Background: an optimization exercise with open tools, aiming at small area and a short achievable clock period. Do not read the settings as production practice.
Where RTL was checked, it was by simulation tests only, not by an equivalence proof against the original.
Power is estimated from default activity; no workload was simulated.

==> flow/design.v (excerpt) <==
module ycbcr_rgb_color_convert
(
	input  logic                  clk,
	input  logic                  arst_n,
	input  logic                  start,
	output logic                  busy,
	input  logic [COMP_W-1:0]     comp0,
	input  logic [COMP_W-1:0]     comp1,
	input  logic [COMP_W-1:0]     comp2,
	input  logic                  frame_end,
	output logic                  done,
	output logic [COMP_W-1:0]     out0,
	output logic [COMP_W-1:0]     out1,
	output logic [COMP_W-1:0]     out2,
	output logic                  last_pixel,
	input  logic                  cfg_wr_en,
	input  logic [CFG_IDX_W-1:0]  cfg_index,
	input  logic [CFG_DATA_W-1:0] cfg_data
);
For scale: ~1200 cells after synthesis, about 170 flip-flops, ~13000 µm² of cells after synthesis.
export LEC_CHECK = 0
export CAP_MARGIN = 20
export CORE_MARGIN = 2
export CORE_UTILIZATION = 40
export CTS_BUF_LIST = sky130_fd_sc_hd__clkbuf_8
export SETUP_SLACK_MARGIN = 3.6
export SLEW_MARGIN = 20
export SYNTH_HIERARCHICAL = 1
create_clock -name core_clock -period 6.5 [get_ports {clk}]
standard.sh (not shown) runs the stock make flow with config.mk's settings and CLKGATE_MAP_FILE= SYNTH_SCRIPT=/design/flow/synth_recipe.tcl, a recipe that flattens the netlist after the stock synthesis.
==> flow/flow/run.sh <==
#!/bin/bash
# Layout flow: the standard ORFS flow (standard.sh, unchanged synthesis), with plain buffers
# (buf_1) instead of the default delay-cell buffers on the input and output ports. Each tool's
# full output is kept: ORFS's per-step logs under orfs/logs/, and make's own output in
# flow_make.log in this folder.
set -euo pipefail
bash standard.sh "BUFFER_PORTS_ARGS=-buffer_cell sky130_fd_sc_hd__buf_1" finish > flow_make.log 2>&1
test -s out/final.def
The starting point produced a clean layout.
Change:
- CTS_BUF_LIST: sky130_fd_sc_hd__clkbuf_8 -> default
Effect: Synthesized area is unchanged; global-route usage is higher by 0.28 points; routed wire length grows by about 1.1%; cell area goes up by 1.3%.
No run of this note included a check of the RTL's function; only the layout flow was run.

* * *

## wip/delta
ycbcr_rgb_color_convert, a different RTL version from the one above (not shown whole).
Size: about 1300 cells after synthesis, about 170 flip-flops, ~67 I/O pins, about 13000 um2 of cells after synthesis.
export LEC_CHECK = 0
export CAP_MARGIN = 20
export CORE_MARGIN = 2
export CORE_UTILIZATION = 40
export CTS_BUF_LIST = sky130_fd_sc_hd__clkbuf_8
export SETUP_SLACK_MARGIN = 3.5
export SLEW_MARGIN = 20
export SYNTH_HIERARCHICAL = 1
create_clock -name core_clock -period 6.5 [get_ports {clk}]
Scripts as last shown in full above: flow/flow/run.sh
--- input diff wip/delta..wip/onyx ---
Settings: changing CORE_UTILIZATION from 40 to 30; changing SETUP_SLACK_MARGIN from 3.5 to 3.6.
Findings:
Summary of wip/onyx over wip/delta: initial antenna violation count went up, proportion of cell area spent on the clock network did not really move, cell area went up. Summary: with wip/delta as the reference, total area of multi-input combinational cells in wip/onyx moved up slightly. | vertical die dimension | wip/onyx vs wip/delta | 28 um higher |. wip/onyx vs wip/delta — non-clock buffer count dropped 1. wip/onyx vs wip/delta: final antenna diode count up in wip/onyx. Power density over cell area across wip/delta and wip/onyx: no real change. Post-route total power grows slightly when moving from wip/delta to wip/onyx.

* * *

== run A ==
Starting RTL as in the previous note.
## ycbcr_rgb_color_convert
module ycbcr_rgb_color_convert
(
	input  logic                  clk,
	input  logic                  arst_n,
	input  logic                  start,
	output logic                  busy,
	input  logic [COMP_W-1:0]     comp0,
	input  logic [COMP_W-1:0]     comp1,
	input  logic [COMP_W-1:0]     comp2,
	input  logic                  frame_end,
	output logic                  done,
	output logic [COMP_W-1:0]     out0,
	output logic [COMP_W-1:0]     out1,
	output logic [COMP_W-1:0]     out2,
	output logic                  last_pixel,
	input  logic                  cfg_wr_en,
	input  logic [CFG_IDX_W-1:0]  cfg_index,
	input  logic [CFG_DATA_W-1:0] cfg_data
);
export LEC_CHECK = 0
export CAP_MARGIN = 20
export CORE_MARGIN = 2
export CORE_UTILIZATION = 40
export CTS_BUF_LIST = sky130_fd_sc_hd__clkbuf_8
export SETUP_SLACK_MARGIN = 3.6
export SLEW_MARGIN = 20
export SYNTH_HIERARCHICAL = 1
export TNS_END_PERCENT = 5
create_clock -name core_clock -period 6.5 [get_ports {clk}]
Scripts as last shown in full above: flow/flow/run.sh
Run A was carried through to the last stage, and its layout satisfied the timing, DRC and antenna checks.
For run B, these inputs were changed with respect to run A:
--- a/flow/config.mk
+++ b/flow/config.mk
@@ -9,7 +9,5 @@
 export CORE_MARGIN = 2
 export CORE_UTILIZATION = 40
-export CTS_BUF_LIST = sky130_fd_sc_hd__clkbuf_8
 export SETUP_SLACK_MARGIN = 3.6
 export SLEW_MARGIN = 20
 export SYNTH_HIERARCHICAL = 1
-export TNS_END_PERCENT = 5
==> comparison <==
In the tables for run A and run B, power after layout reads higher with run B.
Number of global-route vias before repair across run A and run B: no real change.
Looking at highest routing layer actually used, the met4 result is from run B; the met5 one comes from run A.
[run B] combinational share of power fell 0.7 points relative to run A
Net switching power of the design: run B vs run A up about 3%
Depth of the critical timing path with buffers and inverters included, run A and run B: smaller value in run A
Launching element of the worst setup path: comp0[0] -> run B, x2_1[5] -> run A
Run B: least setup slack across all paths after layout is 0.13 ns higher than what run A reported.
Count of buffers not belonging to the clock network in the layout for run B: 30 up relative to run A
--- input diff run B..run C ---
--- a/flow/config.mk
+++ b/flow/config.mk
@@ -8,5 +8,6 @@
 export CAP_MARGIN = 20
 export CORE_MARGIN = 2
-export CORE_UTILIZATION = 40
+export CORE_UTILIZATION = 55
+export PLACE_DENSITY = 0.8
 export SETUP_SLACK_MARGIN = 3.6
 export SLEW_MARGIN = 20
Notes after the runs:
Delta (run C minus run B): global-route met3 utilization moved up; non-filler instance count after layout moved down; initial DRC count moved up; reported net switching power moved up; share of the cycle needed by the critical path after routing moved up. Summary of run C over run B: hold slack shows an increase of 0.011 ns; multi-input gate count shows no meaningful change; sequential cell power shows no meaningful change; die area shows a reduction of about 27%. Summary — share of total power consumed by net switching, run C relative to run B: higher, by 0.28 points.
Changes in run D relative to run C:
--- a/flow/flow/run.sh
+++ b/flow/flow/run.sh
@@ -5,4 +5,4 @@
 # flow_make.log in this folder.
 set -euo pipefail
-bash standard.sh "BUFFER_PORTS_ARGS=-buffer_cell sky130_fd_sc_hd__buf_1" finish > flow_make.log 2>&1
+bash standard.sh "BUFFER_PORTS_ARGS=-buffer_cell sky130_fd_sc_hd__buf_1" RECOVER_POWER=100 finish > flow_make.log 2>&1
 test -s out/final.def
--- a/flow/config.mk
+++ b/flow/config.mk
@@ -8,6 +8,6 @@
 export CAP_MARGIN = 20
 export CORE_MARGIN = 2
-export CORE_UTILIZATION = 55
-export PLACE_DENSITY = 0.8
+export CORE_UTILIZATION = 40
+export CTS_BUF_LIST = sky130_fd_sc_hd__clkbuf_8
 export SETUP_SLACK_MARGIN = 3.6
 export SLEW_MARGIN = 20
==> comparison <==
The layout from run D, despite a flow that completed every stage, fails the layout checks, with the failing checks listed as capacitance limit, slew limit. Delta (run D minus run C): multi-input gate share of total cell area now sits higher; final critical path time including I/O delays and setup now sits higher; highest net fanout along the worst path now sits higher; number of maximum-capacitance violations now sits higher; worst path setup slack after routing now sits lower.
--- input diff run D..run E ---
--- a/flow/flow/run.sh
+++ b/flow/flow/run.sh
@@ -5,4 +5,4 @@
 # flow_make.log in this folder.
 set -euo pipefail
-bash standard.sh "BUFFER_PORTS_ARGS=-buffer_cell sky130_fd_sc_hd__buf_1" RECOVER_POWER=100 finish > flow_make.log 2>&1
+bash standard.sh "BUFFER_PORTS_ARGS=-buffer_cell sky130_fd_sc_hd__buf_1" finish > flow_make.log 2>&1
 test -s out/final.def
--- a/flow/config.mk
+++ b/flow/config.mk
@@ -10,5 +10,5 @@
 export CORE_UTILIZATION = 40
 export CTS_BUF_LIST = sky130_fd_sc_hd__clkbuf_8
-export SETUP_SLACK_MARGIN = 3.6
+export SETUP_SLACK_MARGIN = 3.7
 export SLEW_MARGIN = 20
 export SYNTH_HIERARCHICAL = 1
[summary]
Run E finished every step from synthesis to the final layout, and the layout passed the timing, DRC and antenna checks.
Utilization (run E over run D): increase, 0.92 points
The post-route clock period utilization of run E falls short of that of run D by 18 points.
The weighted congestion at the end of routability-driven global placement on run D is in line with that on run E.
The worst supply voltage drop on vdd number comes out lower for run E vs run D.
Comparing run D and run E, the higher met3 track demand over resource is on run D.
Fraction of power consumed by sequential logic in run E is 0.3 points lower than in run D
[compare] base=run D new=run E: final standard cell count with taps included and fillers excluded shows an increase of 10, fraction of power consumed by combinational cells decreased by 0.4 points relative to the old numbers, number of maximum-capacitance constraint violations lower.
Run E does worse than run D on total power.
[inputs] run F vs run E
--- a/flow/config.mk
+++ b/flow/config.mk
@@ -8,7 +8,6 @@
 export CAP_MARGIN = 20
 export CORE_MARGIN = 2
-export CORE_UTILIZATION = 40
-export CTS_BUF_LIST = sky130_fd_sc_hd__clkbuf_8
-export SETUP_SLACK_MARGIN = 3.7
+export CORE_UTILIZATION = 55
+export SETUP_SLACK_MARGIN = 3.6
 export SLEW_MARGIN = 20
 export SYNTH_HIERARCHICAL = 1
==> summary.txt <==
- Between run E and run F, setup slack of the critical path after layout decreased.
- Count of placed standard cells in the final layout, fillers left out (run F / run E): 0.928
- Comparing run F and run E, combinational share of power is lower on run F.
- Against run E, the final cell area of run F is lower.
- Comparing run F and run E, highest fanout seen on the critical path is lower on run E.
- When run F is measured against run E, its total power turns out 230 uW higher.
- Per the comparison of run F with run E, cell total after placement went down 125, placement-stage cell area lower, clock-pin slew on the worst setup and hold paths shrank by 0.04 ns.
- Run F ends up with a length of the first detailed-routing pass in iterations that is 1 lower than in run E.

* * *

ycbcr_rgb_color_convert again, from the RTL that the note above started with.
==> flow/design.v (excerpt) <==
module ycbcr_rgb_color_convert
(
	input  logic                  clk,
	input  logic                  arst_n,
	input  logic                  start,
	output logic                  busy,
	input  logic [COMP_W-1:0]     comp0,
	input  logic [COMP_W-1:0]     comp1,
	input  logic [COMP_W-1:0]     comp2,
	input  logic                  frame_end,
	output logic                  done,
	output logic [COMP_W-1:0]     out0,
	output logic [COMP_W-1:0]     out1,
	output logic [COMP_W-1:0]     out2,
	output logic                  last_pixel,
	input  logic                  cfg_wr_en,
	input  logic [CFG_IDX_W-1:0]  cfg_index,
	input  logic [CFG_DATA_W-1:0] cfg_data
);
export LEC_CHECK = 0
export CAP_MARGIN = 20
export CORE_MARGIN = 2
export CORE_UTILIZATION = 40
export CTS_BUF_LIST = sky130_fd_sc_hd__clkbuf_8
export SETUP_SLACK_MARGIN = 3.6
export SLEW_MARGIN = 20
export SYNTH_HIERARCHICAL = 1
create_clock -name core_clock -period 6.5 [get_ports {clk}]
==> flow/flow/run.sh <==
#!/bin/bash
# Layout flow: the standard ORFS flow (standard.sh, unchanged synthesis), with plain buffers
# (buf_1) instead of the default delay-cell buffers on the input and output ports. Each tool's
# full output is kept: ORFS's per-step logs under orfs/logs/, and make's own output in
# flow_make.log in this folder.
set -euo pipefail
bash standard.sh "BUFFER_PORTS_ARGS=-buffer_cell sky130_fd_sc_hd__buf_1" finish > flow_make.log 2>&1
test -s out/final.def
The starting point ran to the end with no violations.
Then changed:
Settings changed: CORE_UTILIZATION 40 to 50.
Effect: The changed run produced a clean layout; total power rose by 0.99%; synthesized area does not change; register-to-register slack loses 40 ps; utilization rose by 11 points; maximum frequency fell by 1.4%; wire length fell by 0.77%; cell area fell by 1.0%; critical path depth fell by 1; sequential cell count does not change; worst hold slack gains 15 ps; non-clock buffer count fell by 3.

* * *

Another version of the RTL of ycbcr_rgb_color_convert (not shown whole).
Size in the first run: ~1200 cells after synthesis, ~170 flip-flops, roughly 13000 µm² of cells after synthesis.
Design ycbcr_rgb_color_convert, start of the top module:
module ycbcr_rgb_color_convert
(
	input  logic                  clk,
	input  logic                  arst_n,
	input  logic                  start,
	output logic                  busy,
	input  logic [COMP_W-1:0]     comp0,
	input  logic [COMP_W-1:0]     comp1,
	input  logic [COMP_W-1:0]     comp2,
	input  logic                  frame_end,
	output logic                  done,
	output logic [COMP_W-1:0]     out0,
	output logic [COMP_W-1:0]     out1,
	output logic [COMP_W-1:0]     out2,
	output logic                  last_pixel,
	input  logic                  cfg_wr_en,
	input  logic [CFG_IDX_W-1:0]  cfg_index,
	input  logic [CFG_DATA_W-1:0] cfg_data
);
clock: 6.5 ns
lec_check: 0
cap_margin: 20
core_margin: 2
core_utilization: 40
setup_slack_margin: 3.5
slew_margin: 20
synth_hierarchical: 1
run.sh (not shown) runs the stock make flow with config.mk's settings and CLKGATE_MAP_FILE= SYNTH_SCRIPT=/design/flow/synth_recipe.tcl, a recipe that flattens the netlist after the stock synthesis.
Stock flow here: none of the scripts above is used.
The first run completed with no timing, DRC or antenna violations.
Next try:
CTS_BUF_LIST = sky130_fd_sc_hd__clkbuf_4 sky130_fd_sc_hd__clkbuf_8   (was default)
Power falls by 2.3%. Clock-buffer cell count stays the same. Setup slack gets better by 21 ps. Die area does not change. Critical path depth falls by 2. Register-to-register slack stays flat. Final area falls by 1.0%. Flip-flop and latch count does not change. Sequential power is about the same. Combinational power rises by about 1%. Clock skew rises by 4.1 ps.
Next try:
CTS_BUF_LIST = default   (was sky130_fd_sc_hd__clkbuf_4 sky130_fd_sc_hd__clkbuf_8)
SETUP_SLACK_MARGIN = 3.8   (was 3.5)
The new run ran to the end with no violations; routed wire length grows by 2.3%; count of clock-buffer cells in the layout does not change; via count climbs by 3.0%; worst setup slack gets better by 140 ps; sequential cell count does not change; worst hold slack degrades by 11 ps.

* * *

Another version of the RTL of ycbcr_rgb_color_convert (not shown whole).
For scale: roughly 1400 cells after synthesis, roughly 210 flip-flops, ~67 I/O pins, about 15000 sq um of cells after synthesis.
Settings: LEC_CHECK=0, CAP_MARGIN=20, CORE_MARGIN=2, CORE_UTILIZATION=40, SETUP_SLACK_MARGIN=3.0, SLEW_MARGIN=20, SYNTH_HIERARCHICAL=1; clock period 6.5 ns.
The baseline went through all stages and came out clean.
==> next run, changes <==
Settings changed: SETUP_SLACK_MARGIN 3.0 to 3.5.
After rerunning: Utilization is higher by 1.6 points. Flip-flop and latch count is unchanged. Die area does not change. Worst setup slack gains 0.26 ns. Via count is higher by 1.8%.
No functional check of the RTL was part of any run of this note.

## what the ideal ports hide
No port has a modelled driver above. Below, the same layouts with a new extraction and two added sets of constraints. Step 1, drivers: a clkbuf_16 drives clk and a buf_2 each remaining input, both assumed. Step 2 times the ports against the registers' clock, not the clock port: input delays grow and output delays shrink by t, the midpoint of the rising clock arrivals with the driver on. Three values: ideal ports, drivers, drivers and shift; two values: the first two.
| run | t, ns | slack for setup (ns) | hold WS [ns] | worst setup path after step 2 |
|---|---|---|---|---|
| the first run of note 1 | 0.512 | 3.557 / 3.557 / 3.250 | 0.335 / 0.335 / 0.335 | input to register |
| the second run of note 1 | 0.476 | 3.577 / 3.577 / 3.245 | 0.330 / 0.330 / 0.330 | input to register |
| wip/delta | 0.520 | 3.581 / 3.581 / 3.248 | 0.339 / 0.339 / 0.339 | input to register |
| wip/onyx | 0.549 | 3.620 / 3.620 / 3.231 | 0.339 / 0.339 / 0.339 | input to register |
| run A | 0.530 | 3.540 / 3.540 / 3.178 | 0.344 / 0.344 / 0.344 | input to register |
| run B | 0.493 | 3.669 / 3.677 / 3.205 | 0.320 / 0.320 / 0.320 | input to register |
| run C | 0.484 | 3.574 / 3.574 / 3.238 | 0.331 / 0.331 / 0.331 | input to register |
| run D | 0.528 | 2.496 / 2.496 / 2.496 | 0.324 / 0.324 / 0.324 | register to register |
| run E | 0.546 | 3.667 / 3.667 / 3.253 | 0.341 / 0.341 / 0.341 | input to register |
| run F | 0.477 | 3.627 / 3.627 / 3.231 | 0.321 / 0.321 / 0.321 | input to register |
| the first run of note 4 | 0.530 | 3.656 / 3.656 / 3.228 | 0.325 / 0.325 / 0.325 | input to register |
| the second run of note 4 | 0.504 | 3.615 / 3.615 / 3.226 | 0.339 / 0.339 / 0.339 | input to register |
| the first run of note 5 | 0.484 | 3.528 / 3.551 / 3.072 | 0.335 / 0.335 / 0.335 | input to register |
| the second run of note 5 | 0.519 | 3.549 / 3.549 / 3.062 | 0.343 / 0.343 / 0.343 | input to register |
| the third run of note 5 | 0.491 | 3.687 / 3.687 / 3.309 | 0.332 / 0.332 / 0.332 | input to register |
| the first run of note 6 | 0.597 | 3.120 / 3.120 / 2.733 | 0.332 / 0.332 / 0.332 | input to register |
| the second run of note 6 | 0.592 | 3.384 / 3.384 / 3.039 | 0.337 / 0.337 / 0.337 | input to register |
For the second run of note 5, which loses most, drivers alone change the setup slack by 0.000 ns; drivers and shift together by -0.487 ns.
